What follows belongs to an exercise in optimizing a design on an open flow for small area, a short achievable clock period and few clock cycles; a production flow would make more cautious choices. No run shown here included a check of the RTL's function; only the layout flow was run.

===== design/flow/design.v =====
package nn_pkg;
    localparam int LANES = 4;
    localparam int PIXEL_W = 8;
    localparam int WEIGHT_W = 8;
    localparam int ACC_W = 22;
    localparam int SCORE_W = 8;
    typedef logic [LANES*PIXEL_W-1:0] pixel_vec_t;
    typedef logic [LANES*WEIGHT_W-1:0] weight_vec_t;
    typedef struct packed {
        logic        valid;
        logic        first;
        logic        last;
        pixel_vec_t  pixels;
        weight_vec_t weights;
        logic [7:0]  score_addr;
    } operand_beat_t;
    typedef struct packed {
        logic               en;
        logic [7:0]         addr;
        logic [SCORE_W-1:0] score;
    } score_wr_t;
    typedef struct packed {
        logic       en;
        logic [7:0] addr;
        pixel_vec_t pixels;
    } image_wr_t;
    typedef struct packed {
        logic        en;
        logic [7:0]  addr;
        weight_vec_t weights;
    } weight_wr_t;
endpackage
`timescale 1ns/1ps
module dot_product_pe (
    input  logic [31:0] p,
    input  logic [31:0] w,
    output logic [19:0] r0,
    output logic [19:0] r1,
    output logic [19:0] r2
);
    logic pp1, pp2, pp3, pp4, pp5, pp6, pp7, pp8, pp9, pp10, pp11, pp12;
    logic pp13, pp14, pp15, pp16, pp17, pp18, pp19, pp20, pp21, pp22, pp23, pp24;
    logic pp25, pp26, pp27, pp28, pp29, pp30, pp31, pp32, pp33, pp34, pp35, pp36;
    logic pp37, pp38, pp39, pp40, pp41, pp42, pp43, pp44, pp45, pp46, pp47, pp48;
    logic pp49, pp50, pp51, pp52, pp53, pp54, pp55, pp56, pp57, pp58, pp59, pp60;
    logic pp61, pp62, pp63, pp64, pp65, pp66, pp67, pp68, pp69, pp70, pp71, pp72;
    logic pp73, pp74, pp75, pp76, pp77, pp78, pp79, pp80, pp81, pp82, pp83, pp84;
    logic pp85, pp86, pp87, pp88, pp89, pp90, pp91, pp92, pp93, pp94, pp95, pp96;
    logic pp97, pp98, pp99, pp100, pp101, pp102, pp103, pp104, pp105, pp106, pp107, pp108;
    logic pp109, pp110, pp111, pp112, pp113, pp114, pp115, pp116, pp117, pp118, pp119, pp120;
    logic pp121, pp122, pp123, pp124, pp125, pp126, pp127, pp128, pp129, pp130, pp131, pp132;
    logic pp133, pp134, pp135, pp136, pp137, pp138, pp139, pp140, pp141, pp142, pp143, pp144;
    logic pp145, pp146, pp147, pp148, pp149, pp150, pp151, pp152, pp153, pp154, pp155, pp156;
    logic pp157, pp158, pp159, pp160, pp161, pp162, pp163, pp164, pp165, pp166, pp167, pp168;
    logic pp169, pp170, pp171, pp172, pp173, pp174, pp175, pp176, pp177, pp178, pp179, pp180;
    logic pp181, pp182, pp183, pp184, pp185, pp186, pp187, pp188, pp189, pp190, pp191, pp192;
    logic pp193, pp194, pp195, pp196, pp197, pp198, pp199, pp200, pp201, pp202, pp203, pp204;
    logic pp205, pp206, pp207, pp208, pp209, pp210, pp211, pp212, pp213, pp214, pp215, pp216;
    logic pp217, pp218, pp219, pp220, pp221, pp222, pp223, pp224, pp225, pp226, pp227, pp228;
    logic pp229, pp230, pp231, pp232, pp233, pp234, pp235, pp236, pp237, pp238, pp239, pp240;
    logic pp241, pp242, pp243, pp244, pp245, pp246, pp247, pp248, pp249, pp250, pp251, pp252;
    logic pp253, pp254, pp255, pp256, s257, c258, s259, c260, s261, c262, s263, c264;
    logic s265, c266, s267, c268, s269, c270, s271, c272, s273, c274, s275, c276;
    logic s277, c278, s279, c280, s281, c282, s283, c284, s285, c286, s287, c288;
    logic s289, c290, s291, c292, s293, c294, s295, c296, s297, c298, s299, c300;
    logic s301, c302, s303, c304, s305, c306, s307, c308, s309, c310, s311, c312;
    logic s313, c314, s315, c316, s317, c318, s319, c320, s321, c322, s323, c324;
    logic s325, c326, s327, c328, s329, c330, s331, c332, s333, c334, s335, c336;
    logic s337, c338, s339, c340, s341, c342, s343, c344, s345, c346, s347, c348;
    logic s349, c350, s351, c352, s353, c354, s355, c356, s357, c358, s359, c360;
    logic s361, c362, s363, c364, s365, c366, s367, c368, s369, c370, s371, c372;
    logic s373, c374, s375, c376, s377, c378, s379, c380, s381, c382, s383, c384;
    logic s385, c386, s387, c388, s389, c390, s391, c392, s393, c394, s395, c396;
    logic s397, c398, s399, c400, s401, c402, s403, c404, s405, c406, s407, c408;
    logic s409, c410, s411, c412, s413, c414, s415, c416, s417, c418, s419, c420;
    logic s421, c422, s423, c424, s425, c426, s427, c428, s429, c430, s431, c432;
    logic s433, c434, s435, c436, s437, c438, s439, c440, s441, c442, s443, c444;
    logic s445, c446, s447, c448, s449, c450, s451, c452, s453, c454, s455, c456;
    logic s457, c458, s459, c460, s461, c462, s463, c464, s465, c466, s467, c468;
    logic s469, c470, s471, c472, s473, c474, s475, c476, s477, c478, s479, c480;
    logic s481, c482, s483, c484, s485, c486, s487, c488, s489, c490, s491, c492;
    logic s493, c494, s495, c496, s497, c498, s499, c500, s501, c502, s503, c504;
    logic s505, c506, s507, c508, s509, c510, s511, c512, s513, c514, s515, c516;
    logic s517, c518, s519, c520, s521, c522, s523, c524, s525, c526, s527, c528;
    logic s529, c530, s531, c532, s533, c534, s535, c536, s537, c538, s539, c540;
    logic s541, c542, s543, c544, s545, c546, s547, c548, s549, c550, s551, c552;
    logic s553, c554, s555, c556, s557, c558, s559, c560, s561, c562, s563, c564;
    logic s565, c566, s567, c568, s569, c570, s571, c572, s573, c574, s575, c576;
    logic s577, c578, s579, c580, s581, c582, s583, c584, s585, c586, s587, c588;
    logic s589, c590, s591, c592, s593, c594, s595, c596, s597, c598, s599, c600;
    logic s601, c602, s603, c604, s605, c606, s607, c608, s609, c610, s611, c612;
    logic s613, c614, s615, c616, s617, c618, s619, c620, s621, c622, s623, c624;
    logic s625, c626, s627, c628, s629, c630, s631, c632, s633, c634, s635, c636;
    logic s637, c638, s639, c640, s641, c642, s643, c644, s645, c646, s647, c648;
    logic s649, c650, s651, c652, s653, c654, s655, c656, s657, c658, s659, c660;
    logic s661, c662, s663, c664, s665, c666, s667, c668, s669, c670, s671, c672;
    logic s673, c674, s675, c676, s677, c678, s679, c680, s681, c682, s683, c684;
    logic s685, c686, s687, c688, s689, c690, s691, c692, s693, c694;
    assign pp1 = (p[0] & w[0]);
    assign pp2 = (p[0] & w[1]);
    assign pp3 = (p[0] & w[2]);
    assign pp4 = (p[0] & w[3]);
    assign pp5 = (p[0] & w[4]);
    assign pp6 = (p[0] & w[5]);
    assign pp7 = (p[0] & w[6]);
    assign pp8 = ~(p[0] & w[7]);
    assign pp9 = (p[1] & w[0]);
    assign pp10 = (p[1] & w[1]);
    assign pp11 = (p[1] & w[2]);
    assign pp12 = (p[1] & w[3]);
    assign pp13 = (p[1] & w[4]);
    assign pp14 = (p[1] & w[5]);
    assign pp15 = (p[1] & w[6]);
    assign pp16 = ~(p[1] & w[7]);
    assign pp17 = (p[2] & w[0]);
    assign pp18 = (p[2] & w[1]);
    assign pp19 = (p[2] & w[2]);
    assign pp20 = (p[2] & w[3]);
    assign pp21 = (p[2] & w[4]);
    assign pp22 = (p[2] & w[5]);
    assign pp23 = (p[2] & w[6]);
    assign pp24 = ~(p[2] & w[7]);
    assign pp25 = (p[3] & w[0]);
    assign pp26 = (p[3] & w[1]);
    assign pp27 = (p[3] & w[2]);
    assign pp28 = (p[3] & w[3]);
    assign pp29 = (p[3] & w[4]);
    assign pp30 = (p[3] & w[5]);
    assign pp31 = (p[3] & w[6]);
    assign pp32 = ~(p[3] & w[7]);
    assign pp33 = (p[4] & w[0]);
    assign pp34 = (p[4] & w[1]);
    assign pp35 = (p[4] & w[2]);
    assign pp36 = (p[4] & w[3]);
    assign pp37 = (p[4] & w[4]);
    assign pp38 = (p[4] & w[5]);
    assign pp39 = (p[4] & w[6]);
    assign pp40 = ~(p[4] & w[7]);
    assign pp41 = (p[5] & w[0]);
    assign pp42 = (p[5] & w[1]);
    assign pp43 = (p[5] & w[2]);
    assign pp44 = (p[5] & w[3]);
    assign pp45 = (p[5] & w[4]);
    assign pp46 = (p[5] & w[5]);
    assign pp47 = (p[5] & w[6]);
    assign pp48 = ~(p[5] & w[7]);
    assign pp49 = (p[6] & w[0]);
    assign pp50 = (p[6] & w[1]);
    assign pp51 = (p[6] & w[2]);
    assign pp52 = (p[6] & w[3]);
    assign pp53 = (p[6] & w[4]);
    assign pp54 = (p[6] & w[5]);
    assign pp55 = (p[6] & w[6]);
    assign pp56 = ~(p[6] & w[7]);
    assign pp57 = (p[7] & w[0]);
    assign pp58 = (p[7] & w[1]);
    assign pp59 = (p[7] & w[2]);
    assign pp60 = (p[7] & w[3]);
    assign pp61 = (p[7] & w[4]);
    assign pp62 = (p[7] & w[5]);
    assign pp63 = (p[7] & w[6]);
    assign pp64 = ~(p[7] & w[7]);
    assign pp65 = (p[8] & w[8]);
    assign pp66 = (p[8] & w[9]);
    assign pp67 = (p[8] & w[10]);
    assign pp68 = (p[8] & w[11]);
    assign pp69 = (p[8] & w[12]);
    assign pp70 = (p[8] & w[13]);
    assign pp71 = (p[8] & w[14]);
    assign pp72 = ~(p[8] & w[15]);
    assign pp73 = (p[9] & w[8]);
    assign pp74 = (p[9] & w[9]);
    assign pp75 = (p[9] & w[10]);
    assign pp76 = (p[9] & w[11]);
    assign pp77 = (p[9] & w[12]);
    assign pp78 = (p[9] & w[13]);
    assign pp79 = (p[9] & w[14]);
    assign pp80 = ~(p[9] & w[15]);
    assign pp81 = (p[10] & w[8]);
    assign pp82 = (p[10] & w[9]);
    assign pp83 = (p[10] & w[10]);
    assign pp84 = (p[10] & w[11]);
    assign pp85 = (p[10] & w[12]);
    assign pp86 = (p[10] & w[13]);
    assign pp87 = (p[10] & w[14]);
    assign pp88 = ~(p[10] & w[15]);
    assign pp89 = (p[11] & w[8]);
    assign pp90 = (p[11] & w[9]);
    assign pp91 = (p[11] & w[10]);
    assign pp92 = (p[11] & w[11]);
    assign pp93 = (p[11] & w[12]);
    assign pp94 = (p[11] & w[13]);
    assign pp95 = (p[11] & w[14]);
    assign pp96 = ~(p[11] & w[15]);
    assign pp97 = (p[12] & w[8]);
    assign pp98 = (p[12] & w[9]);
    assign pp99 = (p[12] & w[10]);
    assign pp100 = (p[12] & w[11]);
    assign pp101 = (p[12] & w[12]);
    assign pp102 = (p[12] & w[13]);
    assign pp103 = (p[12] & w[14]);
    assign pp104 = ~(p[12] & w[15]);
    assign pp105 = (p[13] & w[8]);
    assign pp106 = (p[13] & w[9]);
    assign pp107 = (p[13] & w[10]);
    assign pp108 = (p[13] & w[11]);
    assign pp109 = (p[13] & w[12]);
    assign pp110 = (p[13] & w[13]);
    assign pp111 = (p[13] & w[14]);
    assign pp112 = ~(p[13] & w[15]);
    assign pp113 = (p[14] & w[8]);
    assign pp114 = (p[14] & w[9]);
    assign pp115 = (p[14] & w[10]);
    assign pp116 = (p[14] & w[11]);
    assign pp117 = (p[14] & w[12]);
    assign pp118 = (p[14] & w[13]);
    assign pp119 = (p[14] & w[14]);
    assign pp120 = ~(p[14] & w[15]);
    assign pp121 = (p[15] & w[8]);
    assign pp122 = (p[15] & w[9]);
    assign pp123 = (p[15] & w[10]);
    assign pp124 = (p[15] & w[11]);
    assign pp125 = (p[15] & w[12]);
    assign pp126 = (p[15] & w[13]);
    assign pp127 = (p[15] & w[14]);
    assign pp128 = ~(p[15] & w[15]);
    assign pp129 = (p[16] & w[16]);
    assign pp130 = (p[16] & w[17]);
    assign pp131 = (p[16] & w[18]);
    assign pp132 = (p[16] & w[19]);
    assign pp133 = (p[16] & w[20]);
    assign pp134 = (p[16] & w[21]);
    assign pp135 = (p[16] & w[22]);
    assign pp136 = ~(p[16] & w[23]);
    assign pp137 = (p[17] & w[16]);
    assign pp138 = (p[17] & w[17]);
    assign pp139 = (p[17] & w[18]);
    assign pp140 = (p[17] & w[19]);
    assign pp141 = (p[17] & w[20]);
    assign pp142 = (p[17] & w[21]);
    assign pp143 = (p[17] & w[22]);
    assign pp144 = ~(p[17] & w[23]);
    assign pp145 = (p[18] & w[16]);
    assign pp146 = (p[18] & w[17]);
    assign pp147 = (p[18] & w[18]);
    assign pp148 = (p[18] & w[19]);
    assign pp149 = (p[18] & w[20]);
    assign pp150 = (p[18] & w[21]);
    assign pp151 = (p[18] & w[22]);
    assign pp152 = ~(p[18] & w[23]);
    assign pp153 = (p[19] & w[16]);
    assign pp154 = (p[19] & w[17]);
    assign pp155 = (p[19] & w[18]);
    assign pp156 = (p[19] & w[19]);
    assign pp157 = (p[19] & w[20]);
    assign pp158 = (p[19] & w[21]);
    assign pp159 = (p[19] & w[22]);
    assign pp160 = ~(p[19] & w[23]);
    assign pp161 = (p[20] & w[16]);
    assign pp162 = (p[20] & w[17]);
    assign pp163 = (p[20] & w[18]);
    assign pp164 = (p[20] & w[19]);
    assign pp165 = (p[20] & w[20]);
    assign pp166 = (p[20] & w[21]);
    assign pp167 = (p[20] & w[22]);
    assign pp168 = ~(p[20] & w[23]);
    assign pp169 = (p[21] & w[16]);
    assign pp170 = (p[21] & w[17]);
    assign pp171 = (p[21] & w[18]);
    assign pp172 = (p[21] & w[19]);
    assign pp173 = (p[21] & w[20]);
    assign pp174 = (p[21] & w[21]);
    assign pp175 = (p[21] & w[22]);
    assign pp176 = ~(p[21] & w[23]);
    assign pp177 = (p[22] & w[16]);
    assign pp178 = (p[22] & w[17]);
    assign pp179 = (p[22] & w[18]);
    assign pp180 = (p[22] & w[19]);
    assign pp181 = (p[22] & w[20]);
    assign pp182 = (p[22] & w[21]);
    assign pp183 = (p[22] & w[22]);
    assign pp184 = ~(p[22] & w[23]);
    assign pp185 = (p[23] & w[16]);
    assign pp186 = (p[23] & w[17]);
    assign pp187 = (p[23] & w[18]);
    assign pp188 = (p[23] & w[19]);
    assign pp189 = (p[23] & w[20]);
    assign pp190 = (p[23] & w[21]);
    assign pp191 = (p[23] & w[22]);
    assign pp192 = ~(p[23] & w[23]);
    assign pp193 = (p[24] & w[24]);
    assign pp194 = (p[24] & w[25]);
    assign pp195 = (p[24] & w[26]);
    assign pp196 = (p[24] & w[27]);
    assign pp197 = (p[24] & w[28]);
    assign pp198 = (p[24] & w[29]);
    assign pp199 = (p[24] & w[30]);
    assign pp200 = ~(p[24] & w[31]);
    assign pp201 = (p[25] & w[24]);
    assign pp202 = (p[25] & w[25]);
    assign pp203 = (p[25] & w[26]);
    assign pp204 = (p[25] & w[27]);
    assign pp205 = (p[25] & w[28]);
    assign pp206 = (p[25] & w[29]);
    assign pp207 = (p[25] & w[30]);
    assign pp208 = ~(p[25] & w[31]);
    assign pp209 = (p[26] & w[24]);
    assign pp210 = (p[26] & w[25]);
    assign pp211 = (p[26] & w[26]);
    assign pp212 = (p[26] & w[27]);
    assign pp213 = (p[26] & w[28]);
    assign pp214 = (p[26] & w[29]);
    assign pp215 = (p[26] & w[30]);
    assign pp216 = ~(p[26] & w[31]);
    assign pp217 = (p[27] & w[24]);
    assign pp218 = (p[27] & w[25]);
    assign pp219 = (p[27] & w[26]);
    assign pp220 = (p[27] & w[27]);
    assign pp221 = (p[27] & w[28]);
    assign pp222 = (p[27] & w[29]);
    assign pp223 = (p[27] & w[30]);
    assign pp224 = ~(p[27] & w[31]);
    assign pp225 = (p[28] & w[24]);
    assign pp226 = (p[28] & w[25]);
    assign pp227 = (p[28] & w[26]);
    assign pp228 = (p[28] & w[27]);
    assign pp229 = (p[28] & w[28]);
    assign pp230 = (p[28] & w[29]);
    assign pp231 = (p[28] & w[30]);
    assign pp232 = ~(p[28] & w[31]);
    assign pp233 = (p[29] & w[24]);
    assign pp234 = (p[29] & w[25]);
    assign pp235 = (p[29] & w[26]);
    assign pp236 = (p[29] & w[27]);
    assign pp237 = (p[29] & w[28]);
    assign pp238 = (p[29] & w[29]);
    assign pp239 = (p[29] & w[30]);
    assign pp240 = ~(p[29] & w[31]);
    assign pp241 = (p[30] & w[24]);
    assign pp242 = (p[30] & w[25]);
    assign pp243 = (p[30] & w[26]);
    assign pp244 = (p[30] & w[27]);
    assign pp245 = (p[30] & w[28]);
    assign pp246 = (p[30] & w[29]);
    assign pp247 = (p[30] & w[30]);
    assign pp248 = ~(p[30] & w[31]);
    assign pp249 = (p[31] & w[24]);
    assign pp250 = (p[31] & w[25]);
    assign pp251 = (p[31] & w[26]);
    assign pp252 = (p[31] & w[27]);
    assign pp253 = (p[31] & w[28]);
    assign pp254 = (p[31] & w[29]);
    assign pp255 = (p[31] & w[30]);
    assign pp256 = ~(p[31] & w[31]);
    assign s257 = pp8 ^ pp15 ^ pp22;
    assign c258 = (pp8 & pp15) | (pp8 & pp22) | (pp15 & pp22);
    assign s259 = pp29 ^ pp36 ^ pp43;
    assign c260 = (pp29 & pp36) | (pp29 & pp43) | (pp36 & pp43);
    assign s261 = pp16 ^ pp23 ^ pp30;
    assign c262 = (pp16 & pp23) | (pp16 & pp30) | (pp23 & pp30);
    assign s263 = pp5 ^ pp12;
    assign c264 = pp5 & pp12;
    assign s265 = pp6 ^ pp13 ^ pp20;
    assign c266 = (pp6 & pp13) | (pp6 & pp20) | (pp13 & pp20);
    assign s267 = pp27 ^ pp34 ^ pp41;
    assign c268 = (pp27 & pp34) | (pp27 & pp41) | (pp34 & pp41);
    assign s269 = pp70 ^ pp77 ^ pp84;
    assign c270 = (pp70 & pp77) | (pp70 & pp84) | (pp77 & pp84);
    assign s271 = pp7 ^ pp14 ^ pp21;
    assign c272 = (pp7 & pp14) | (pp7 & pp21) | (pp14 & pp21);
    assign s273 = pp28 ^ pp35 ^ pp42;
    assign c274 = (pp28 & pp35) | (pp28 & pp42) | (pp35 & pp42);
    assign s275 = pp49 ^ pp71 ^ pp78;
    assign c276 = (pp49 & pp71) | (pp49 & pp78) | (pp71 & pp78);
    assign s277 = pp85 ^ pp92 ^ pp99;
    assign c278 = (pp85 & pp92) | (pp85 & pp99) | (pp92 & pp99);
    assign s279 = pp106 ^ pp113 ^ pp135;
    assign c280 = (pp106 & pp113) | (pp106 & pp135) | (pp113 & pp135);
    assign s281 = pp142 ^ pp149 ^ pp156;
    assign c282 = (pp142 & pp149) | (pp142 & pp156) | (pp149 & pp156);
    assign s283 = pp50 ^ pp57 ^ pp72;
    assign c284 = (pp50 & pp57) | (pp50 & pp72) | (pp57 & pp72);
    assign s285 = pp79 ^ pp86 ^ pp93;
    assign c286 = (pp79 & pp86) | (pp79 & pp93) | (pp86 & pp93);
    assign s287 = pp100 ^ pp107 ^ pp114;
    assign c288 = (pp100 & pp107) | (pp100 & pp114) | (pp107 & pp114);
    assign s289 = pp121 ^ pp136 ^ pp143;
    assign c290 = (pp121 & pp136) | (pp121 & pp143) | (pp136 & pp143);
    assign s291 = pp150 ^ pp157 ^ pp164;
    assign c292 = (pp150 & pp157) | (pp150 & pp164) | (pp157 & pp164);
    assign s293 = pp171 ^ pp178 ^ pp185;
    assign c294 = (pp171 & pp178) | (pp171 & pp185) | (pp178 & pp185);
    assign s295 = pp200 ^ pp207 ^ pp214;
    assign c296 = (pp200 & pp207) | (pp200 & pp214) | (pp207 & pp214);
    assign s297 = pp221 ^ pp228;
    assign c298 = pp221 & pp228;
    assign s299 = pp37 ^ pp44 ^ pp51;
    assign c300 = (pp37 & pp44) | (pp37 & pp51) | (pp44 & pp51);
    assign s301 = pp58 ^ pp80 ^ pp87;
    assign c302 = (pp58 & pp80) | (pp58 & pp87) | (pp80 & pp87);
    assign s303 = pp94 ^ pp101 ^ pp108;
    assign c304 = (pp94 & pp101) | (pp94 & pp108) | (pp101 & pp108);
    assign s305 = pp115 ^ pp122 ^ pp144;
    assign c306 = (pp115 & pp122) | (pp115 & pp144) | (pp122 & pp144);
    assign s307 = pp151 ^ pp158 ^ pp165;
    assign c308 = (pp151 & pp158) | (pp151 & pp165) | (pp158 & pp165);
    assign s309 = pp172 ^ pp179 ^ pp186;
    assign c310 = (pp172 & pp179) | (pp172 & pp186) | (pp179 & pp186);
    assign s311 = pp208 ^ pp215 ^ pp222;
    assign c312 = (pp208 & pp215) | (pp208 & pp222) | (pp215 & pp222);
    assign s313 = pp229 ^ pp236 ^ pp243;
    assign c314 = (pp229 & pp236) | (pp229 & pp243) | (pp236 & pp243);
    assign s315 = pp250 ^ s261;
    assign c316 = pp250 & s261;
    assign s317 = pp24 ^ pp31 ^ pp38;
    assign c318 = (pp24 & pp31) | (pp24 & pp38) | (pp31 & pp38);
    assign s319 = pp45 ^ pp52 ^ pp59;
    assign c320 = (pp45 & pp52) | (pp45 & pp59) | (pp52 & pp59);
    assign s321 = pp88 ^ pp95 ^ pp102;
    assign c322 = (pp88 & pp95) | (pp88 & pp102) | (pp95 & pp102);
    assign s323 = pp109 ^ pp116 ^ pp123;
    assign c324 = (pp109 & pp116) | (pp109 & pp123) | (pp116 & pp123);
    assign s325 = pp152 ^ pp159 ^ pp166;
    assign c326 = (pp152 & pp159) | (pp152 & pp166) | (pp159 & pp166);
    assign s327 = pp173 ^ pp180 ^ pp187;
    assign c328 = (pp173 & pp180) | (pp173 & pp187) | (pp180 & pp187);
    assign s329 = pp216 ^ pp223 ^ pp230;
    assign c330 = (pp216 & pp223) | (pp216 & pp230) | (pp223 & pp230);
    assign s331 = pp237 ^ pp244 ^ pp251;
    assign c332 = (pp237 & pp244) | (pp237 & pp251) | (pp244 & pp251);
    assign s333 = pp32 ^ pp39 ^ pp46;
    assign c334 = (pp32 & pp39) | (pp32 & pp46) | (pp39 & pp46);
    assign s335 = pp53 ^ pp60 ^ pp96;
    assign c336 = (pp53 & pp60) | (pp53 & pp96) | (pp60 & pp96);
    assign s337 = pp103 ^ pp110 ^ pp117;
    assign c338 = (pp103 & pp110) | (pp103 & pp117) | (pp110 & pp117);
    assign s339 = pp124 ^ pp160 ^ pp167;
    assign c340 = (pp124 & pp160) | (pp124 & pp167) | (pp160 & pp167);
    assign s341 = pp174 ^ pp181;
    assign c342 = pp174 & pp181;
    assign s343 = pp40 ^ pp47 ^ pp54;
    assign c344 = (pp40 & pp47) | (pp40 & pp54) | (pp47 & pp54);
    assign s345 = pp4 ^ pp11 ^ pp18;
    assign c346 = (pp4 & pp11) | (pp4 & pp18) | (pp11 & pp18);
    assign s347 = pp25 ^ pp68;
    assign c348 = pp25 & pp68;
    assign s349 = pp19 ^ pp26 ^ pp33;
    assign c350 = (pp19 & pp26) | (pp19 & pp33) | (pp26 & pp33);
    assign s351 = pp69 ^ pp76 ^ pp83;
    assign c352 = (pp69 & pp76) | (pp69 & pp83) | (pp76 & pp83);
    assign s353 = pp90 ^ pp97 ^ pp133;
    assign c354 = (pp90 & pp97) | (pp90 & pp133) | (pp97 & pp133);
    assign s355 = pp140 ^ pp147 ^ pp154;
    assign c356 = (pp140 & pp147) | (pp140 & pp154) | (pp147 & pp154);
    assign s357 = pp91 ^ pp98 ^ pp105;
    assign c358 = (pp91 & pp98) | (pp91 & pp105) | (pp98 & pp105);
    assign s359 = pp134 ^ pp141 ^ pp148;
    assign c360 = (pp134 & pp141) | (pp134 & pp148) | (pp141 & pp148);
    assign s361 = pp155 ^ pp162 ^ pp169;
    assign c362 = (pp155 & pp162) | (pp155 & pp169) | (pp162 & pp169);
    assign s363 = pp198 ^ pp205 ^ pp212;
    assign c364 = (pp198 & pp205) | (pp198 & pp212) | (pp205 & pp212);
    assign s365 = pp219 ^ pp226 ^ pp233;
    assign c366 = (pp219 & pp226) | (pp219 & pp233) | (pp226 & pp233);
    assign s367 = pp163 ^ pp170 ^ pp177;
    assign c368 = (pp163 & pp170) | (pp163 & pp177) | (pp170 & pp177);
    assign s369 = pp199 ^ pp206 ^ pp213;
    assign c370 = (pp199 & pp206) | (pp199 & pp213) | (pp206 & pp213);
    assign s371 = pp220 ^ pp227 ^ pp234;
    assign c372 = (pp220 & pp227) | (pp220 & pp234) | (pp227 & pp234);
    assign s373 = pp241 ^ s271 ^ s273;
    assign c374 = (pp241 & s271) | (pp241 & s273) | (s271 & s273);
    assign s375 = s275 ^ s277 ^ s279;
    assign c376 = (s275 & s277) | (s275 & s279) | (s277 & s279);
    assign s377 = s281 ^ c266;
    assign c378 = s281 & c266;
    assign s379 = pp235 ^ pp242 ^ pp249;
    assign c380 = (pp235 & pp242) | (pp235 & pp249) | (pp242 & pp249);
    assign s381 = s257 ^ s259 ^ s283;
    assign c382 = (s257 & s259) | (s257 & s283) | (s259 & s283);
    assign s383 = s285 ^ s287 ^ s289;
    assign c384 = (s285 & s287) | (s285 & s289) | (s287 & s289);
    assign s385 = s291 ^ s293 ^ s295;
    assign c386 = (s291 & s293) | (s291 & s295) | (s293 & s295);
    assign s387 = s297 ^ c272 ^ c274;
    assign c388 = (s297 & c272) | (s297 & c274) | (c272 & c274);
    assign s389 = c276 ^ c278 ^ c280;
    assign c390 = (c276 & c278) | (c276 & c280) | (c278 & c280);
    assign s391 = c258 ^ c260 ^ s299;
    assign c392 = (c258 & c260) | (c258 & s299) | (c260 & s299);
    assign s393 = s301 ^ s303 ^ s305;
    assign c394 = (s301 & s303) | (s301 & s305) | (s303 & s305);
    assign s395 = s307 ^ s309 ^ s311;
    assign c396 = (s307 & s309) | (s307 & s311) | (s309 & s311);
    assign s397 = s313 ^ s315 ^ c284;
    assign c398 = (s313 & s315) | (s313 & c284) | (s315 & c284);
    assign s399 = c286 ^ c288 ^ c290;
    assign c400 = (c286 & c288) | (c286 & c290) | (c288 & c290);
    assign s401 = c292 ^ c294 ^ c296;
    assign c402 = (c292 & c294) | (c292 & c296) | (c294 & c296);
    assign s403 = 1'b1 ^ c262 ^ s317;
    assign c404 = (1'b1 & c262) | (1'b1 & s317) | (c262 & s317);
    assign s405 = s319 ^ s321 ^ s323;
    assign c406 = (s319 & s321) | (s319 & s323) | (s321 & s323);
    assign s407 = s325 ^ s327 ^ s329;
    assign c408 = (s325 & s327) | (s325 & s329) | (s327 & s329);
    assign s409 = s331 ^ c300 ^ c302;
    assign c410 = (s331 & c300) | (s331 & c302) | (c300 & c302);
    assign s411 = c304 ^ c306 ^ c308;
    assign c412 = (c304 & c306) | (c304 & c308) | (c306 & c308);
    assign s413 = c310 ^ c312 ^ c314;
    assign c414 = (c310 & c312) | (c310 & c314) | (c312 & c314);
    assign s415 = pp188 ^ pp224 ^ pp231;
    assign c416 = (pp188 & pp224) | (pp188 & pp231) | (pp224 & pp231);
    assign s417 = pp238 ^ pp245 ^ pp252;
    assign c418 = (pp238 & pp245) | (pp238 & pp252) | (pp245 & pp252);
    assign s419 = s333 ^ s335 ^ s337;
    assign c420 = (s333 & s335) | (s333 & s337) | (s335 & s337);
    assign s421 = s339 ^ s341 ^ c318;
    assign c422 = (s339 & s341) | (s339 & c318) | (s341 & c318);
    assign s423 = c320 ^ c322 ^ c324;
    assign c424 = (c320 & c322) | (c320 & c324) | (c322 & c324);
    assign s425 = c326 ^ c328 ^ c330;
    assign c426 = (c326 & c328) | (c326 & c330) | (c328 & c330);
    assign s427 = pp61 ^ pp104 ^ pp111;
    assign c428 = (pp61 & pp104) | (pp61 & pp111) | (pp104 & pp111);
    assign s429 = pp118 ^ pp125 ^ pp168;
    assign c430 = (pp118 & pp125) | (pp118 & pp168) | (pp125 & pp168);
    assign s431 = pp175 ^ pp182 ^ pp189;
    assign c432 = (pp175 & pp182) | (pp175 & pp189) | (pp182 & pp189);
    assign s433 = pp232 ^ pp239 ^ pp246;
    assign c434 = (pp232 & pp239) | (pp232 & pp246) | (pp239 & pp246);
    assign s435 = pp253 ^ s343 ^ c334;
    assign c436 = (pp253 & s343) | (pp253 & c334) | (s343 & c334);
    assign s437 = c336 ^ c338 ^ c340;
    assign c438 = (c336 & c338) | (c336 & c340) | (c338 & c340);
    assign s439 = pp48 ^ pp55 ^ pp62;
    assign c440 = (pp48 & pp55) | (pp48 & pp62) | (pp55 & pp62);
    assign s441 = pp112 ^ pp119 ^ pp126;
    assign c442 = (pp112 & pp119) | (pp112 & pp126) | (pp119 & pp126);
    assign s443 = pp176 ^ pp183 ^ pp190;
    assign c444 = (pp176 & pp183) | (pp176 & pp190) | (pp183 & pp190);
    assign s445 = pp3 ^ pp10 ^ pp17;
    assign c446 = (pp3 & pp10) | (pp3 & pp17) | (pp10 & pp17);
    assign s447 = pp67 ^ pp74;
    assign c448 = pp67 & pp74;
    assign s449 = pp75 ^ pp82 ^ pp89;
    assign c450 = (pp75 & pp82) | (pp75 & pp89) | (pp82 & pp89);
    assign s451 = pp132 ^ pp139 ^ pp146;
    assign c452 = (pp132 & pp139) | (pp132 & pp146) | (pp139 & pp146);
    assign s453 = pp153 ^ pp196 ^ pp203;
    assign c454 = (pp153 & pp196) | (pp153 & pp203) | (pp196 & pp203);
    assign s455 = pp161 ^ pp197 ^ pp204;
    assign c456 = (pp161 & pp197) | (pp161 & pp204) | (pp197 & pp204);
    assign s457 = pp211 ^ pp218 ^ pp225;
    assign c458 = (pp211 & pp218) | (pp211 & pp225) | (pp218 & pp225);
    assign s459 = s263 ^ s349 ^ s351;
    assign c460 = (s263 & s349) | (s263 & s351) | (s349 & s351);
    assign s461 = s353 ^ s355;
    assign c462 = s353 & s355;
    assign s463 = s265 ^ s267 ^ s269;
    assign c464 = (s265 & s267) | (s265 & s269) | (s267 & s269);
    assign s465 = c264 ^ s357 ^ s359;
    assign c466 = (c264 & s357) | (c264 & s359) | (s357 & s359);
    assign s467 = s361 ^ s363 ^ s365;
    assign c468 = (s361 & s363) | (s361 & s365) | (s363 & s365);
    assign s469 = c350 ^ c352 ^ c354;
    assign c470 = (c350 & c352) | (c350 & c354) | (c352 & c354);
    assign s471 = c268 ^ c270 ^ s367;
    assign c472 = (c268 & c270) | (c268 & s367) | (c270 & s367);
    assign s473 = s369 ^ s371 ^ s373;
    assign c474 = (s369 & s371) | (s369 & s373) | (s371 & s373);
    assign s475 = s375 ^ s377 ^ c358;
    assign c476 = (s375 & s377) | (s375 & c358) | (s377 & c358);
    assign s477 = c360 ^ c362 ^ c364;
    assign c478 = (c360 & c362) | (c360 & c364) | (c362 & c364);
    assign s479 = c282 ^ s379 ^ s381;
    assign c480 = (c282 & s379) | (c282 & s381) | (s379 & s381);
    assign s481 = s383 ^ s385 ^ s387;
    assign c482 = (s383 & s385) | (s383 & s387) | (s385 & s387);
    assign s483 = s389 ^ c368 ^ c370;
    assign c484 = (s389 & c368) | (s389 & c370) | (c368 & c370);
    assign s485 = c372 ^ c374 ^ c376;
    assign c486 = (c372 & c374) | (c372 & c376) | (c374 & c376);
    assign s487 = c298 ^ s391 ^ s393;
    assign c488 = (c298 & s391) | (c298 & s393) | (s391 & s393);
    assign s489 = s395 ^ s397 ^ s399;
    assign c490 = (s395 & s397) | (s395 & s399) | (s397 & s399);
    assign s491 = s401 ^ c380 ^ c382;
    assign c492 = (s401 & c380) | (s401 & c382) | (c380 & c382);
    assign s493 = c384 ^ c386 ^ c388;
    assign c494 = (c384 & c386) | (c384 & c388) | (c386 & c388);
    assign s495 = c316 ^ s403 ^ s405;
    assign c496 = (c316 & s403) | (c316 & s405) | (s403 & s405);
    assign s497 = s407 ^ s409 ^ s411;
    assign c498 = (s407 & s409) | (s407 & s411) | (s409 & s411);
    assign s499 = s413 ^ c392 ^ c394;
    assign c500 = (s413 & c392) | (s413 & c394) | (c392 & c394);
    assign s501 = c396 ^ c398 ^ c400;
    assign c502 = (c396 & c398) | (c396 & c400) | (c398 & c400);
    assign s503 = c332 ^ s415 ^ s417;
    assign c504 = (c332 & s415) | (c332 & s417) | (s415 & s417);
    assign s505 = s419 ^ s421 ^ s423;
    assign c506 = (s419 & s421) | (s419 & s423) | (s421 & s423);
    assign s507 = s425 ^ c404 ^ c406;
    assign c508 = (s425 & c404) | (s425 & c406) | (c404 & c406);
    assign s509 = c408 ^ c410 ^ c412;
    assign c510 = (c408 & c410) | (c408 & c412) | (c410 & c412);
    assign s511 = c342 ^ s427 ^ s429;
    assign c512 = (c342 & s427) | (c342 & s429) | (s427 & s429);
    assign s513 = s431 ^ s433 ^ s435;
    assign c514 = (s431 & s433) | (s431 & s435) | (s433 & s435);
    assign s515 = s437 ^ c416 ^ c418;
    assign c516 = (s437 & c416) | (s437 & c418) | (c416 & c418);
    assign s517 = c420 ^ c422 ^ c424;
    assign c518 = (c420 & c422) | (c420 & c424) | (c422 & c424);
    assign s519 = pp240 ^ pp247 ^ pp254;
    assign c520 = (pp240 & pp247) | (pp240 & pp254) | (pp247 & pp254);
    assign s521 = c344 ^ s439 ^ s441;
    assign c522 = (c344 & s439) | (c344 & s441) | (s439 & s441);
    assign s523 = s443 ^ c428 ^ c430;
    assign c524 = (s443 & c428) | (s443 & c430) | (c428 & c430);
    assign s525 = c432 ^ c434 ^ c436;
    assign c526 = (c432 & c434) | (c432 & c436) | (c434 & c436);
    assign s527 = pp56 ^ pp63 ^ pp120;
    assign c528 = (pp56 & pp63) | (pp56 & pp120) | (pp63 & pp120);
    assign s529 = pp127 ^ pp184 ^ pp191;
    assign c530 = (pp127 & pp184) | (pp127 & pp191) | (pp184 & pp191);
    assign s531 = pp248 ^ pp255 ^ c440;
    assign c532 = (pp248 & pp255) | (pp248 & c440) | (pp255 & c440);
    assign s533 = pp2 ^ pp9 ^ pp66;
    assign c534 = (pp2 & pp9) | (pp2 & pp66) | (pp9 & pp66);
    assign s535 = pp81 ^ pp131 ^ pp138;
    assign c536 = (pp81 & pp131) | (pp81 & pp138) | (pp131 & pp138);
    assign s537 = pp145 ^ pp195 ^ pp202;
    assign c538 = (pp145 & pp195) | (pp145 & pp202) | (pp195 & pp202);
    assign s539 = pp210 ^ pp217 ^ s345;
    assign c540 = (pp210 & pp217) | (pp210 & s345) | (pp217 & s345);
    assign s541 = s347 ^ s449 ^ s451;
    assign c542 = (s347 & s449) | (s347 & s451) | (s449 & s451);
    assign s543 = s453 ^ c446;
    assign c544 = s453 & c446;
    assign s545 = c346 ^ c348 ^ s455;
    assign c546 = (c346 & c348) | (c346 & s455) | (c348 & s455);
    assign s547 = s457 ^ s459 ^ s461;
    assign c548 = (s457 & s459) | (s457 & s461) | (s459 & s461);
    assign s549 = c450 ^ c452 ^ c454;
    assign c550 = (c450 & c452) | (c450 & c454) | (c452 & c454);
    assign s551 = c356 ^ s463 ^ s465;
    assign c552 = (c356 & s463) | (c356 & s465) | (s463 & s465);
    assign s553 = s467 ^ s469 ^ c456;
    assign c554 = (s467 & s469) | (s467 & c456) | (s469 & c456);
    assign s555 = c458 ^ c460 ^ c462;
    assign c556 = (c458 & c460) | (c458 & c462) | (c460 & c462);
    assign s557 = c366 ^ s471 ^ s473;
    assign c558 = (c366 & s471) | (c366 & s473) | (s471 & s473);
    assign s559 = s475 ^ s477 ^ c464;
    assign c560 = (s475 & s477) | (s475 & c464) | (s477 & c464);
    assign s561 = c466 ^ c468 ^ c470;
    assign c562 = (c466 & c468) | (c466 & c470) | (c468 & c470);
    assign s563 = c378 ^ s479 ^ s481;
    assign c564 = (c378 & s479) | (c378 & s481) | (s479 & s481);
    assign s565 = s483 ^ s485 ^ c472;
    assign c566 = (s483 & s485) | (s483 & c472) | (s485 & c472);
    assign s567 = c474 ^ c476 ^ c478;
    assign c568 = (c474 & c476) | (c474 & c478) | (c476 & c478);
    assign s569 = c390 ^ s487 ^ s489;
    assign c570 = (c390 & s487) | (c390 & s489) | (s487 & s489);
    assign s571 = s491 ^ s493 ^ c480;
    assign c572 = (s491 & s493) | (s491 & c480) | (s493 & c480);
    assign s573 = c482 ^ c484 ^ c486;
    assign c574 = (c482 & c484) | (c482 & c486) | (c484 & c486);
    assign s575 = c402 ^ s495 ^ s497;
    assign c576 = (c402 & s495) | (c402 & s497) | (s495 & s497);
    assign s577 = s499 ^ s501 ^ c488;
    assign c578 = (s499 & s501) | (s499 & c488) | (s501 & c488);
    assign s579 = c490 ^ c492 ^ c494;
    assign c580 = (c490 & c492) | (c490 & c494) | (c492 & c494);
    assign s581 = c414 ^ s503 ^ s505;
    assign c582 = (c414 & s503) | (c414 & s505) | (s503 & s505);
    assign s583 = s507 ^ s509 ^ c496;
    assign c584 = (s507 & s509) | (s507 & c496) | (s509 & c496);
    assign s585 = c498 ^ c500 ^ c502;
    assign c586 = (c498 & c500) | (c498 & c502) | (c500 & c502);
    assign s587 = c426 ^ s511 ^ s513;
    assign c588 = (c426 & s511) | (c426 & s513) | (s511 & s513);
    assign s589 = s515 ^ s517 ^ c504;
    assign c590 = (s515 & s517) | (s515 & c504) | (s517 & c504);
    assign s591 = c506 ^ c508 ^ c510;
    assign c592 = (c506 & c508) | (c506 & c510) | (c508 & c510);
    assign s593 = c438 ^ s519 ^ s521;
    assign c594 = (c438 & s519) | (c438 & s521) | (s519 & s521);
    assign s595 = s523 ^ s525 ^ c512;
    assign c596 = (s523 & s525) | (s523 & c512) | (s525 & c512);
    assign s597 = c514 ^ c516 ^ c518;
    assign c598 = (c514 & c516) | (c514 & c518) | (c516 & c518);
    assign s599 = c442 ^ c444 ^ s527;
    assign c600 = (c442 & c444) | (c442 & s527) | (c444 & s527);
    assign s601 = s529 ^ s531 ^ c520;
    assign c602 = (s529 & s531) | (s529 & c520) | (s531 & c520);
    assign s603 = c522 ^ c524 ^ c526;
    assign c604 = (c522 & c524) | (c522 & c526) | (c524 & c526);
    assign s605 = pp64 ^ pp128 ^ pp192;
    assign c606 = (pp64 & pp128) | (pp64 & pp192) | (pp128 & pp192);
    assign s607 = pp256 ^ c528 ^ c530;
    assign c608 = (pp256 & c528) | (pp256 & c530) | (c528 & c530);
    assign s609 = pp73 ^ pp130 ^ pp137;
    assign c610 = (pp73 & pp130) | (pp73 & pp137) | (pp130 & pp137);
    assign s611 = pp209 ^ s445 ^ s447;
    assign c612 = (pp209 & s445) | (pp209 & s447) | (s445 & s447);
    assign s613 = s535 ^ s537;
    assign c614 = s535 & s537;
    assign s615 = c448 ^ s539 ^ s541;
    assign c616 = (c448 & s539) | (c448 & s541) | (s539 & s541);
    assign s617 = s543 ^ c536 ^ c538;
    assign c618 = (s543 & c536) | (s543 & c538) | (c536 & c538);
    assign s619 = s545 ^ s547 ^ s549;
    assign c620 = (s545 & s547) | (s545 & s549) | (s547 & s549);
    assign s621 = c540 ^ c542 ^ c544;
    assign c622 = (c540 & c542) | (c540 & c544) | (c542 & c544);
    assign s623 = s551 ^ s553 ^ s555;
    assign c624 = (s551 & s553) | (s551 & s555) | (s553 & s555);
    assign s625 = c546 ^ c548 ^ c550;
    assign c626 = (c546 & c548) | (c546 & c550) | (c548 & c550);
    assign s627 = s557 ^ s559 ^ s561;
    assign c628 = (s557 & s559) | (s557 & s561) | (s559 & s561);
    assign s629 = c552 ^ c554 ^ c556;
    assign c630 = (c552 & c554) | (c552 & c556) | (c554 & c556);
    assign s631 = s563 ^ s565 ^ s567;
    assign c632 = (s563 & s565) | (s563 & s567) | (s565 & s567);
    assign s633 = c558 ^ c560 ^ c562;
    assign c634 = (c558 & c560) | (c558 & c562) | (c560 & c562);
    assign s635 = s569 ^ s571 ^ s573;
    assign c636 = (s569 & s571) | (s569 & s573) | (s571 & s573);
    assign s637 = c564 ^ c566 ^ c568;
    assign c638 = (c564 & c566) | (c564 & c568) | (c566 & c568);
    assign s639 = s575 ^ s577 ^ s579;
    assign c640 = (s575 & s577) | (s575 & s579) | (s577 & s579);
    assign s641 = c570 ^ c572 ^ c574;
    assign c642 = (c570 & c572) | (c570 & c574) | (c572 & c574);
    assign s643 = s581 ^ s583 ^ s585;
    assign c644 = (s581 & s583) | (s581 & s585) | (s583 & s585);
    assign s645 = c576 ^ c578 ^ c580;
    assign c646 = (c576 & c578) | (c576 & c580) | (c578 & c580);
    assign s647 = s587 ^ s589 ^ s591;
    assign c648 = (s587 & s589) | (s587 & s591) | (s589 & s591);
    assign s649 = c582 ^ c584 ^ c586;
    assign c650 = (c582 & c584) | (c582 & c586) | (c584 & c586);
    assign s651 = s593 ^ s595 ^ s597;
    assign c652 = (s593 & s595) | (s593 & s597) | (s595 & s597);
    assign s653 = c588 ^ c590 ^ c592;
    assign c654 = (c588 & c590) | (c588 & c592) | (c590 & c592);
    assign s655 = s599 ^ s601 ^ s603;
    assign c656 = (s599 & s601) | (s599 & s603) | (s601 & s603);
    assign s657 = c594 ^ c596 ^ c598;
    assign c658 = (c594 & c596) | (c594 & c598) | (c596 & c598);
    assign s659 = c532 ^ s605 ^ s607;
    assign c660 = (c532 & s605) | (c532 & s607) | (s605 & s607);
    assign s661 = c600 ^ c602 ^ c604;
    assign c662 = (c600 & c602) | (c600 & c604) | (c602 & c604);
    assign s663 = pp1 ^ pp65;
    assign c664 = pp1 & pp65;
    assign s665 = pp194 ^ pp201 ^ s533;
    assign c666 = (pp194 & pp201) | (pp194 & s533) | (pp201 & s533);
    assign s667 = c534 ^ s611 ^ s613;
    assign c668 = (c534 & s611) | (c534 & s613) | (s611 & s613);
    assign s669 = s615 ^ s617 ^ c612;
    assign c670 = (s615 & s617) | (s615 & c612) | (s617 & c612);
    assign s671 = s619 ^ s621 ^ c616;
    assign c672 = (s619 & s621) | (s619 & c616) | (s621 & c616);
    assign s673 = s623 ^ s625 ^ c620;
    assign c674 = (s623 & s625) | (s623 & c620) | (s625 & c620);
    assign s675 = s627 ^ s629 ^ c624;
    assign c676 = (s627 & s629) | (s627 & c624) | (s629 & c624);
    assign s677 = s631 ^ s633 ^ c628;
    assign c678 = (s631 & s633) | (s631 & c628) | (s633 & c628);
    assign s679 = s635 ^ s637 ^ c632;
    assign c680 = (s635 & s637) | (s635 & c632) | (s637 & c632);
    assign s681 = s639 ^ s641 ^ c636;
    assign c682 = (s639 & s641) | (s639 & c636) | (s641 & c636);
    assign s683 = s643 ^ s645 ^ c640;
    assign c684 = (s643 & s645) | (s643 & c640) | (s645 & c640);
    assign s685 = s647 ^ s649 ^ c644;
    assign c686 = (s647 & s649) | (s647 & c644) | (s649 & c644);
    assign s687 = s651 ^ s653 ^ c648;
    assign c688 = (s651 & s653) | (s651 & c648) | (s653 & c648);
    assign s689 = s655 ^ s657 ^ c652;
    assign c690 = (s655 & s657) | (s655 & c652) | (s657 & c652);
    assign s691 = s659 ^ s661 ^ c656;
    assign c692 = (s659 & s661) | (s659 & c656) | (s661 & c656);
    assign s693 = c606 ^ c608 ^ c660;
    assign c694 = (c606 & c608) | (c606 & c660) | (c608 & c660);
    assign r0 = {1'b1, 1'b1, 1'b1, c694, c662, c658, c654, c650, c646, c642, c638, c634, c630, c626, c622, c618, c614, c610, s609, pp129};
    assign r1 = {1'b0, 1'b0, 1'b0, 1'b0, s693, s691, s689, s687, s685, s683, s681, s679, s677, s675, s673, s671, s669, s667, s665, pp193};
    assign r2 = {1'b0, 1'b0, 1'b0, 1'b0, c692, c690, c688, c686, c684, c682, c680, c678, c676, c674, c672, c670, c668, c666, c664, s663};
endmodule
`timescale 1ns/1ps
module batch_classifier_top (
    input  logic        clk,
    input  logic        resetn,
    input  logic        start,
    output logic        done,
    input  logic        img_wr_en,
    input  logic [7:0]  img_wr_addr,
    input  logic [31:0] img_wr_pixels,
    input  logic        wgt_wr_en,
    input  logic [7:0]  wgt_wr_addr,
    input  logic [31:0] wgt_wr_weights,
    input  logic        score_rd_en,
    input  logic [7:0]  score_rd_addr,
    output logic [7:0]  score_rd_data
);
    logic [31:0] img_q [16];
    logic [31:0] wgt_q [16];
    always_ff @(posedge clk) begin
        if (img_wr_en) img_q[img_wr_addr[3:0]] <= img_wr_pixels;
        if (wgt_wr_en) wgt_q[wgt_wr_addr[3:0]] <= wgt_wr_weights;
    end
    logic [15:0] written_q;    
    logic        dup_q;        
    logic        dirty_q;      
    logic        recomp_q;     
    logic [3:0]  cnt_q;        
    logic        need;
    logic        issue;
    logic [3:0]  row_empty;
    assign need  = dirty_q || dup_q || !(&written_q);
    assign issue = img_wr_en || recomp_q || (start && need);
    always_comb begin
        for (int i = 0; i < 4; i++)
            row_empty[i] = (written_q[4*i +: 4] == 4'b0);
    end
    always_ff @(posedge clk or negedge resetn) begin
        if (!resetn) begin
            written_q <= '0;
            dup_q     <= 1'b0;
            dirty_q   <= 1'b1;
            recomp_q  <= 1'b0;
            cnt_q     <= '0;
        end else begin
            if (img_wr_en) begin
                written_q[img_wr_addr[3:0]] <= 1'b1;
                if (written_q[img_wr_addr[3:0]]) dup_q <= 1'b1;
            end
            if (wgt_wr_en) dirty_q <= 1'b1;
            if (start) begin
                written_q <= '0;
                dup_q     <= 1'b0;
                dirty_q   <= 1'b0;
                if (need) begin
                    recomp_q <= 1'b1;
                    cnt_q    <= 4'd1;
                end
            end
            if (recomp_q) begin
                cnt_q <= cnt_q + 4'd1;
                if (cnt_q == 4'd15) recomp_q <= 1'b0;
            end
        end
    end
    logic [1:0]  csel;
    logic        cap_v_q;
    logic        cap_tok_q;
    logic [1:0]  cap_row_q;
    logic        cap_first_q;
    logic [31:0] pix_q;
    logic [31:0] wsel_q [4];
    assign csel = img_wr_en ? img_wr_addr[1:0] : cnt_q[1:0];
    always_ff @(posedge clk or negedge resetn) begin
        if (!resetn) begin
            cap_v_q   <= 1'b0;
            cap_tok_q <= 1'b0;
        end else begin
            cap_v_q   <= issue;
            cap_tok_q <= recomp_q && (cnt_q == 4'd15);
        end
    end
    always_ff @(posedge clk) begin
        if (img_wr_en) begin
            cap_row_q   <= img_wr_addr[3:2];
            cap_first_q <= row_empty[img_wr_addr[3:2]];
            pix_q       <= img_wr_pixels;
        end else begin
            cap_row_q   <= cnt_q[3:2];
            cap_first_q <= cnt_q[1:0] == 2'd0;
            pix_q       <= img_q[cnt_q];
        end
        for (int k = 0; k < 4; k++) wsel_q[k] <= wgt_q[{2'(k), csel}];
    end
    logic [19:0] r0 [4];
    logic [19:0] r1 [4];
    logic [19:0] r2 [4];
    for (genvar k = 0; k < 4; k++) begin : g_dot
        dot_product_pe dot_i (
            .p  (pix_q),
            .w  (wsel_q[k]),
            .r0 (r0[k]),
            .r1 (r1[k]),
            .r2 (r2[k])
        );
    end
    logic        b_v_q;
    logic        b_tok_q;
    logic [1:0]  b_row_q;
    logic        b_first_q;
    logic [19:0] b_r0_q [4];
    logic [19:0] b_r1_q [4];
    logic [19:0] b_r2_q [4];
    always_ff @(posedge clk or negedge resetn) begin
        if (!resetn) begin
            b_v_q   <= 1'b0;
            b_tok_q <= 1'b0;
            done    <= 1'b0;
        end else begin
            b_v_q   <= cap_v_q;
            b_tok_q <= cap_tok_q || (start && !need);
            if (start)   done <= 1'b0;
            if (b_tok_q) done <= 1'b1;
        end
    end
    always_ff @(posedge clk) begin
        b_row_q   <= cap_row_q;
        b_first_q <= cap_first_q;
        for (int k = 0; k < 4; k++) begin
            b_r0_q[k] <= r0[k];
            b_r1_q[k] <= r1[k];
            b_r2_q[k] <= r2[k];
        end
    end
    logic [19:0] acc_q [16];
    logic [19:0] base [4];
    logic [19:0] s1 [4];
    logic [19:0] c1 [4];
    logic [19:0] s2 [4];
    logic [19:0] c2 [4];
    always_comb begin
        for (int k = 0; k < 4; k++) begin
            base[k] = b_first_q ? 20'd0 : acc_q[{b_row_q, 2'(k)}];
            s1[k]   = b_r0_q[k] ^ b_r1_q[k] ^ b_r2_q[k];
            c1[k]   = {((b_r0_q[k] & b_r1_q[k]) | (b_r0_q[k] & b_r2_q[k]) | (b_r1_q[k] & b_r2_q[k])), 1'b0};
            s2[k]   = s1[k] ^ c1[k] ^ base[k];
            c2[k]   = {((s1[k] & c1[k]) | (s1[k] & base[k]) | (c1[k] & base[k])), 1'b0};
        end
    end
    always_ff @(posedge clk) begin
        if (b_v_q) begin
            for (int k = 0; k < 4; k++)
                acc_q[{b_row_q, 2'(k)}] <= s2[k] + c2[k];
        end
    end
    logic [7:0] clipped [16];
    always_comb begin
        for (int a = 0; a < 16; a++) begin
            if (acc_q[a][19])            clipped[a] = 8'd0;
            else if (|acc_q[a][18:8])    clipped[a] = 8'hff;
            else                         clipped[a] = acc_q[a][7:0];
        end
    end
    always_ff @(posedge clk) begin
        if (score_rd_en) score_rd_data <= clipped[score_rd_addr[3:0]];
    end
endmodule

===== design/flow/run.sh =====
#!/bin/bash
# synth_recipe.tcl (not shown) runs the flow's synth.tcl, then flattens the netlist and writes it again
# the make line also repeats each setting of config.mk as NAME=value (left out here)
make -C /OpenROAD-flow-scripts/flow DESIGN_CONFIG=/design/flow/config.mk WORK_HOME=/design/flow/orfs CLKGATE_MAP_FILE= SYNTH_SCRIPT=/design/flow/synth_recipe.tcl finish

===== design/flow/config.mk =====
export PLATFORM = sky130hd
export DESIGN_NAME = batch_classifier_top
export DESIGN_NICKNAME = batch_classifier_top
export VERILOG_FILES = /design/flow/design.v
export SDC_FILE = /design/flow/constraint.sdc
export NUM_CORES = 4
export LEC_CHECK = 0
export ABC_CLOCK_PERIOD_IN_PS = 4000
export CAP_MARGIN = 20
export CORE_MARGIN = 2
export CORE_UTILIZATION = 40
export SETUP_SLACK_MARGIN = 5
export SLEW_MARGIN = 20

===== design/flow/constraint.sdc =====
create_clock -name core_clock -period 12.0 [get_ports {clk}]
set_input_delay 2.4000 -clock core_clock [delete_from_list [all_inputs] [get_ports {clk}]]
set_output_delay 2.4000 -clock core_clock [all_outputs]
set_load 0.01 [all_outputs]

==> reports/results.txt, run 1 <==
fmax: 167 MHz
Initial DRC Count: 4755
CP max stage cell: buf_4
hold_buf cts: 0
Die Y: 488 um
Crit path largest cell delay: 0.81 ns
DP Area: 98600 sq um
IO buf count: 90
Area Growth Syn to Fin: 12.1%
dpl ws: 5.89 ns
Seq/Total Area, Yosys: 51.8%
clock slew at reported path FFs: 0.06 ns
# IOs: 103
Setup Skew: 0.0689 ns
CP Cell Sequence: buf_4 > buf_4 > mux4_2 > nor2b_1 > fa_1 > ha_1 > a21oi_1 > o211ai_1 > nand3_1 > a21boi_1 > a31oi_1 > mux2i_1 > a2111oi_2
global route overflow: 0
Layout Cells excl Fill: 10038
drt pass-1 iters: 5
commonest non-fill, non-tap cell in the layout: edfxtp_1
EDFF count, synth: 1352
CP dominant cell by count: buf_4
asr flop ratio synth: 1.61%
hpwl dp: 161000 um
post-CTS sizing: 0
Synth Flop Type: edfxtp_1
crit path max fanout: 45
most frequent cells in the layout: 1352 x edfxtp_1, 1199 x inv_1, 960 x fa_1, 664 x nand2_1, 491 x and2_1
DRC Markers: 0
worst setup margin: 6.01 ns
setup tns final: 0 ns
status: timing/DRC/antenna clean
RSZ-0062 raised after global routing: false
post-synthesis cell area: 93700 sq um
critical path required time: 12.56 ns
Max-Cap Viols: 0
Slew headroom: 24.1%
area of the core: 233000 sq um
slew of the pin with the lowest slew margin: 1.13 ns
clk buf depth: 3
CTS tree: yes
Mapped Nets: 7766
Yosys Warn Count: 24
DRT Wirelength: 239000 um
WP buf/inv: 2
arrival time at the worst endpoint: 6.55 ns
Mapped Cells: 6581
share of cells above drive strength 1: 11.8%
Nets: 7926
antenna viol nets, final: 0
global-route wire length before repair: 361000 um
DIE WIDTH: 488 um
Routed wire per std cell: 23.8 um
initial antenna violation count: 21
startpoint types: register
final setup fails: 0
total CTS buffers: 184
Unique masters post-synth: 73
placer congestion estimate: 0.886
final instance area: 105000 sq um
vias in the first global route: 56172
Die Footprint: 238000 sq um
period utilization: 49.9%
Final Max Tran Viols: 0
Placed Instances: 9687
CP Capture Type: register
Fin. Hold Viols: 0
Via-to-Cell Ratio: 5.23
largest net degree at the start of global routing: 61
Initial Util: 40.2%
Tmin final: 5.99 ns
Setup Buffers After CTS: 0
Syn Area/Cell: 14.2 sq um
HP Class: register to register
Skew-Pair Late Insertion Delay: 0.87 ns
crit-path leading delay family: compound AO/OA/AOI/OAI gates
total number of vias: 52498
gr usage total: 20.5%
clk sinks: 1742
root buf cell: clkbuf_16
FF+latch count, synth: 1742
H-Tree Depth: 4
CP Class: register to register
Row Count: 177
==> cells in the mapped netlist, types with 14 or more instances <==
library cell	count	area [sq um]
nand3_1	33	165
o21ai_1	21	105
o21ai_0	139	696
dfxtp_1	362	7250
o21a_1	14	105
a21oi_1	70	350
xor2_1	30	263
nand4_1	38	238
nor4_1	43	269
nor2_1	79	297
clkbuf_1	147	552
a21o_1	21	158
nand2_1	664	2490
fa_1	960	19200
and2_1	498	3120
dfrtp_1	27	676
xnor2_1	42	368
nor3_1	40	200
buf_1	17	63.8
nand2b_1	30	188
edfxtp_1	1352	40600
buf_2	35	175
nor2b_1	66	413
ha_1	131	1640
mux4_2	369	8310
inv_1	1199	4500
a211oi_1	16	120
==> kinds of logic after synthesis <==
family          share of synthesized area [%]
simple gates                             8.30
fa+ha+maj                                22.3
xor+xnor                                0.673
flops                                    51.8
buf+inv                                  5.79
compound gates                           2.18
mux                                      8.97
==> routing by layer <==
metal | GRT usage (%) | wire, um | up-vias
met3 | 4.30 | 19300 | 429
met1 | 29.3 | 104000 | 27726
met2 | 31.6 | 109000 | 2055
li1 | - | - | 22262
met4 | 6.03 | 6950 | 26
met5 | 0 | 166 | -
==> worst register-to-register path, cell delays in order, from the launching register on <==
cell and delay, ns:
dfxtp_4 0.50, buf_4 0.63, buf_4 0.86, mux4_2 0.64, nor2b_1 0.19, fa_1 0.53, ha_1 0.36, a21oi_1 0.31
o211ai_1 0.20, nand3_1 0.15, a21boi_1 0.10, a31oi_1 0.44, mux2i_1 0.17, a2111oi_2 0.63
==> layout make-up <==
type	count	area, sq um
Fill cell	20510	128000
Clock inverter	99	1270
Timing Repair Buffer	185	1730
Sequential cell	1742	48600
Antenna cell	8	20.0
Tap cell	3132	3920
Inverter	1200	4500
Multi-Input combinational cell	3428	39900
Clock buffer	244	5030
==> metrics by stage <==
step                hold WS [ns]  util [%]
CTS                        0.324      45.1
global placement           0.321      42.3
global route               0.329      45.1
detailed placement         0.312      42.4
finish                     0.323      45.1
floorplan                  0.310         -
==> state kept, by name, summed over array words and instances, names as in the netlist <==
signal	count
img_q	512
wgt_q	512
acc_q	320
wsel_q	128
b_r0_q	68
b_r1_q	64
b_r2_q	64
pix_q	32
written_q	16
score_rd_data	8
cnt_q	4
b_row_q	2
cap_row_q	2
b_first_q	1
b_tok_q	1
b_v_q	1
cap_first_q	1
cap_tok_q	1
cap_v_q	1
dirty_q	1
done	1
dup_q	1
recomp_q	1
==> worst paths after layout <==
path / start / to / slack (ns) / cells after the start
worst min-delay path: cap_row_q[1]$_DFF_P_ / b_row_q[1]$_DFF_P_ / 0.32 / 0
worst max register to register: b_row_q[0]$_DFF_P_ / acc_q[3][59]$_DFFE_PP_ / 6.01 / 13
max in group asynchronous: resetn / dirty_q$_DFFE_PN1P_ / 9.75 / 2
min in group asynchronous: resetn / written_q[11]$_DFFE_PN0P_ / 1.93 / 2
worst max-delay path: b_row_q[0]$_DFF_P_ / acc_q[3][59]$_DFFE_PP_ / 6.01 / 13
worst min register to register: cap_row_q[1]$_DFF_P_ / b_row_q[1]$_DFF_P_ / 0.32 / 0
==> inputs of run 2 (changes only) <==
--- a/design/flow/config.mk
+++ b/design/flow/config.mk
@@ -5,9 +5,7 @@
 export SDC_FILE = /design/flow/constraint.sdc
 export NUM_CORES = 4
 export LEC_CHECK = 0
-export ABC_CLOCK_PERIOD_IN_PS = 4000
 export CAP_MARGIN = 20
 export CORE_MARGIN = 2
 export CORE_UTILIZATION = 40
-export SETUP_SLACK_MARGIN = 5
 export SLEW_MARGIN = 20
==> reports/results.txt, run 2 <==
status: timing/DRC/antenna clean
critical path required time: 12.59 ns (+0.03 ns)
XOR/XNOR Fraction of Synth Area: 0.673% (unchanged)
Syn Area/Cell: 14.2 sq um (unchanged)
DRC Markers: 0 (unchanged)
CTS tree: yes
H-Tree Depth: 4 (unchanged)
Final Max Tran Viols: 0 (unchanged)
Setup Buffers After CTS: 0 (unchanged)
FF+latch count, synth: 1742 (unchanged)
total number of vias: 52291 (-0.39%)
initial antenna violation count: 22 (+4.8%)
worst setup margin: 5.70 ns (-0.311 ns)
Unique masters post-synth: 73 (unchanged)
EDFF count, synth: 1352 (unchanged)
Die Y: 488 um (unchanged)
largest net degree at the start of global routing: 97 (+59%)
antenna viol nets, final: 0 (unchanged)
top-area cell type share of the netlist area: 43.3% (unchanged)
global route overflow: 0 (unchanged)
setup tns final: 0 ns (unchanged)
final setup fails: 0 (unchanged)
drt pass-1 iters: 8 (+3)
CP Class: register to register
HP Class: register to register
Mapped Cells: 6581 (unchanged)
Skew-Pair Late Insertion Delay: 0.85 ns (-0.02 ns)
CP Cell Sequence: buf_4 > buf_4 > mux4_2 > nor2b_1 > fa_1 > ha_1 > fa_1 > a21o_1 > a21oi_2 > o211ai_1 > o311ai_1 > o21ai_1 > and4_1 > nor3_1
DIE WIDTH: 488 um (unchanged)
DP Area: 98500 sq um (about the same)
hpwl dp: 160000 um (-0.33%)
Tmin final: 6.30 ns (+0.311 ns)
Compound-Gate Fraction of Synth Area: 2.18% (unchanged)
Via-to-Cell Ratio: 5.21 (-0.33%)
WP buf/inv: 2 (unchanged)
placer congestion estimate: 0.878 (-0.82%)
Initial DRC Count: 4963 (+4.4%)
most frequent cells in the layout: 1352 x edfxtp_1, 1199 x inv_1, 960 x fa_1, 664 x nand2_1, 491 x and2_1
asr flop ratio synth: 1.61% (unchanged)
total CTS buffers: 181 (-1.6%)
top-count cell post-synth: edfxtp_1
CP Capture Type: register
fmax: 159 MHz (-4.9%)
top cells by area, synth: edfxtp_1 43%, fa_1 21%, mux4_2 8.9%, dfxtp_1 7.7%, inv_1 4.8%
vias in the first global route: 55948 (-0.40%)
commonest non-fill, non-tap cell in the layout: edfxtp_1
post-CTS sizing: 0 (unchanged)
Synth area leader: edfxtp_1
Fin. Hold Viols: 0 (unchanged)
clk sinks: 1742 (unchanged)
RSZ-0062 raised after global routing: false
multiplexer share of the synthesized area: 8.97% (unchanged)
Area Growth Syn to Fin: 12.0% (about the same)
Yosys Warn Count: 24 (unchanged)
Synth Flop Type: edfxtp_1
commonest cells in the netlist: 1352 x edfxtp_1, 1199 x inv_1, 960 x fa_1
Setup Skew: 0.0443 ns (-0.0246 ns)
clock slew at reported path FFs: 0.06 ns (about the same)
hold_buf cts: 0 (unchanged)
slew of the pin with the lowest slew margin: 1.10 ns (-0.0323 ns)
IO buf count: 90 (unchanged)
CP max stage cell: buf_4
gr usage total: 20.4% (-0.044 points)
period utilization: 52.5% (+2.6 points)
crit path max fanout: 42 (-6.7%)
post-synthesis cell area: 93700 sq um (unchanged)
final core utilization: 45.1% (about the same)
crit-path leading delay family: buffers and inverters
Synth Area in Adders: 22.3% (unchanged)
Max-Cap Viols: 0 (unchanged)
Slew headroom: 26.4% (+2.3 points)
final instance area: 105000 sq um (about the same)
Initial Util: 40.2% (unchanged)
startpoint types: register
Seq/Total Area, Yosys: 51.8% (unchanged)
Synth Area in Simple Gates: 8.30% (unchanged)
dpl ws: 5.69 ns (-0.202 ns)
root buf cell: clkbuf_16
Mapped Nets: 7766 (unchanged)
largest family of logic cells by synthesized area: adder cells
Crit path largest cell delay: 0.74 ns (-0.07 ns)
arrival time at the worst endpoint: 6.89 ns (+0.34 ns)
Nets: 7920 (-0.076%)
# IOs: 103 (unchanged)
Routed wire per std cell: 23.8 um (about the same)
area of the core: 233000 sq um (unchanged)
Row Count: 177 (unchanged)
DRT Wirelength: 239000 um (about the same)
Die Footprint: 238000 sq um (unchanged)
global-route wire length before repair: 360000 um (-0.34%)
share of cells above drive strength 1: 11.8% (-0.033 points)
clk buf depth: 3 (unchanged)
[run 2: layout make-up]
| type | instances | area [sq um] |
|---|---|---|
| diodes | 8 | 20.0 |
| clock buffers | 244 | 5020 |
| clock inverters | 96 | 1240 |
| fillers | 20610 | 128000 |
| inverters | 1200 | 4500 |
| multi-input cells | 3428 | 39900 |
| flip-flops and latches | 1742 | 48600 |
| well taps | 3132 | 3920 |
| repair buffers | 182 | 1730 |
[run 2: final timing paths]
path	cells after the start	slack [ns]	start	to
min reg2reg	0	0.32	cap_row_q[1]$_DFF_P_	b_row_q[1]$_DFF_P_
max reg2reg	14	5.70	b_row_q[0]$_DFF_P_	acc_q[0][79]$_DFFE_PP_
min in group asynchronous	2	1.95	resetn	written_q[8]$_DFFE_PN0P_
max	14	5.70	b_row_q[0]$_DFF_P_	acc_q[0][79]$_DFFE_PP_
min	0	0.32	cap_row_q[1]$_DFF_P_	b_row_q[1]$_DFF_P_
max in group asynchronous	2	9.73	resetn	dirty_q$_DFFE_PN1P_
[run 2: cells by family after synthesis]
family          Yosys count
compound gates          343
fa+ha+maj              1091
simple gates           1544
buf+inv                1411
flops                  1742
mux                     378
xor+xnor                 72
[run 2: stage by stage]
step                      hold slack (ns)  cells
after floorplan                     0.310   6581
after global placement              0.316   9675
after detailed placement            0.316   9680
after CTS                           0.325  10020
after global routing                0.341  10026
final                               0.322  10032
[run 2: per-layer routing]
| metal | global-route usage (%) | part of all wire (%) | vias up |
|---|---|---|---|
| li1 | - | - | 22251 |
| met1 | 29.5 | 44 | 27450 |
| met2 | 31.6 | 45 | 2150 |
| met3 | 3.98 | 8.0 | 414 |
| met4 | 5.61 | 2.6 | 26 |
| met5 | 0 | 0.069 | - |

what the ideal ports hide:
No port has a modelled driver above. Below, the same layouts with a new extraction and two added sets of constraints.
Step 1 sets driving cells, clkbuf_16 on the clock port and buf_2 on the other inputs (assumed; they add their load-dependent delay and slew).
Step 2 times the ports against the registers' clock, not the clock port: input delays grow and output delays shrink by t, the midpoint of the rising clock arrivals with the driver on.
Three values: no drivers, after step 1, after step 2; two values: the first two.
| run | t (ns) | slack for setup (ns) | worst setup path at the end |
|---|---|---|---|
| run 1 | 0.925 | 6.010 / 6.010 / 6.010 | register to register |
| run 2 | 0.915 | 5.699 / 5.699 / 5.699 | register to register |
After both steps setup and hold are still met in every run listed.
